From an optimization exercise on the open Yosys and OpenROAD flow, aimed at small area, a short achievable clock period and few clock cycles per item; shortcuts taken in it are not production practice. Only simulation tests tie the RTL to the original design; equivalence was not proved.

run 3:
Design line_follow_pid_drive, start of the top module:
module line_follow_pid_drive (
    input  logic                                  aclk,
    input  logic                                  aresetn,
    input  logic                                  cfg_wr_en,
    input  logic [lfpd_pkg::CFG_IDX_W-1:0]        cfg_index,
    input  logic [lfpd_pkg::GAIN_W-1:0]           cfg_wdata,
    input  logic                                  s_valid,
    output logic                                  s_ready,
    input  logic [lfpd_pkg::SENSOR_W-1:0]         s_sensor_bits,
    output logic                                  m_valid,
    input  logic                                  m_ready,
    output logic signed [lfpd_pkg::DUTY_W-1:0]    m_left_duty,
    output logic signed [lfpd_pkg::DUTY_W-1:0]    m_right_duty,
    output logic                                  m_left_reverse,
    output logic                                  m_right_reverse,
    output logic                                  m_line_lost,
    output logic signed [lfpd_pkg::POS_W-1:0]     m_line_position
);
clock: 12.0 ns
lec_check: 0
cap_margin: 20
core_margin: 2
core_utilization: 40
setup_slack_margin: 2
slew_margin: 20
standard.sh (not shown) runs the stock make flow with config.mk's settings and CLKGATE_MAP_FILE= SYNTH_SCRIPT=/design/flow/synth_recipe.tcl, a recipe that flattens the netlist after the stock synthesis.
==> flow/flow/run.sh <==
#!/bin/bash
# Standard layout with one netlist step added after synthesis: flow/invopt.py
# removes inverters around the full adders of the synthesized netlist (a full
# adder is self-dual, so complementing all of its inputs complements its
# outputs). Registers and every other cell are left as synthesis made them.
set -euo pipefail
R=orfs/results/${FLOW_PLATFORM}/line_follow_pid_drive/base
bash standard.sh synth > synth.log 2>&1
cp "$R/1_2_yosys.v" "$R/1_2_yosys.std.v"
python3 flow/invopt.py "$R/1_2_yosys.std.v" "$R/1_2_yosys.v" > invopt.log 2>&1
rm -f "$R/1_synth.odb" "$R/1_synth.sdc"
bash standard.sh > layout.log 2>&1
Other scripts of this flow, unchanged in this note and not shown: flow/flow/invopt.py
Testbench counts of run 3, summed over its fixed seeds: cycles 1,936, items 1,920.
What run 1 does differently from run 3 at the input level:
- SETUP_SLACK_MARGIN now 1.5, was 2
Notes after the runs:
Looking at first-iteration DRC count, run 1 sits 174 above run 3.
Summary of run 1 over run 3: fmax moved down; cell area moved down; global-route wire length before repair moved down.

* * *

== pepper ==
line_follow_pid_drive, a different RTL version from the one above (not shown whole).
Size: roughly 2,400 cells after synthesis, roughly 0.023 mm² of cells after synthesis.
## line_follow_pid_drive
module line_follow_pid_drive (
    input  logic                                  aclk,
    input  logic                                  aresetn,
    input  logic                                  cfg_wr_en,
    input  logic [lfpd_pkg::CFG_IDX_W-1:0]        cfg_index,
    input  logic [lfpd_pkg::GAIN_W-1:0]           cfg_wdata,
    input  logic                                  s_valid,
    output logic                                  s_ready,
    input  logic [lfpd_pkg::SENSOR_W-1:0]         s_sensor_bits,
    output logic                                  m_valid,
    input  logic                                  m_ready,
    output logic signed [lfpd_pkg::DUTY_W-1:0]    m_left_duty,
    output logic signed [lfpd_pkg::DUTY_W-1:0]    m_right_duty,
    output logic                                  m_left_reverse,
    output logic                                  m_right_reverse,
    output logic                                  m_line_lost,
    output logic signed [lfpd_pkg::POS_W-1:0]     m_line_position
);
clock: 12.0 ns
lec_check: 0
cap_margin: 20
core_margin: 2
core_utilization: 55
setup_slack_margin: 3.5
slew_margin: 20
Scripts as last shown in full above: flow/flow/run.sh
Other scripts of this flow, unchanged in this note and not shown: flow/flow/invopt.py
Testbench counts of pepper, summed over its fixed seeds: cycles 1,944, items 1,920.
> inputs changed (pepper -> harbor)
Settings: CORE_UTILIZATION: 55 -> 40.
[summary]
- Cell count along the critical path (lower): harbor
- Status: maximum frequency parity (pepper, harbor)
- harbor reached the final stage; the timing, DRC and antenna checks on its layout passed.
- Number of core rows was higher in harbor than in pepper.
- Higher met2 demand-to-capacity share in global routing among harbor and pepper: pepper
- harbor ended up with a lower first-iteration detailed-routing DRC count than pepper did.
Changes in willow relative to harbor:
Settings: setting ABC_AREA to 1 for the first time; changing SETUP_SLACK_MARGIN from 3.5 to 3.
Findings:
From harbor to willow the numbers moved as follows: number of global-route vias before repair rose by 1,868, met3 track demand over resource in global routing stayed essentially flat, total clock buffers created by CTS stayed essentially flat.

## what the ideal ports hide
How much do the figures lean on ideal ports? The routed layouts below were timed once more, with nothing changed but the port constraints. Step 1 (the two cells are an assumption about what drives the block):
set clk [get_ports {aclk}]
set_driving_cell -lib_cell sky130_fd_sc_hd__clkbuf_16 $clk
set_driving_cell -lib_cell sky130_fd_sc_hd__buf_2 [delete_from_list [all_inputs] $clk]
Step 2, shift: input delay + t, output delay - t, t = (earliest + latest rising clock arrival at the registers) / 2. This alone moves slack from input paths to output paths. Three values: ideal, step 1, step 2; two values: the first two.
run	t (ns)	setup WS [ns]	worst hold slack (ns)	worst setup path at the end	slew at the worst register clock pin (ns)
run 3	0.407	2.032 / 1.983 / 2.325	0.432 / 0.432 / 0.432	register to register	0.08 / 0.08
run 1	0.411	1.715 / 1.667 / 2.015	0.423 / 0.423 / 0.423	register to register	0.08 / 0.08
pepper	0.488	3.387 / 3.387 / 3.387	0.421 / 0.421 / 0.421	register to register	0.06 / 0.06
harbor	0.494	3.389 / 3.389 / 3.389	0.421 / 0.421 / 0.421	register to register	0.07 / 0.07
willow	0.496	3.224 / 3.224 / 3.072	0.419 / 0.419 / 0.419	input to register	0.07 / 0.07
After both steps setup and hold are still met in every run listed. The setup slack of willow, which loses most, moves by 0.000 ns with the drivers and by -0.152 ns with both steps.
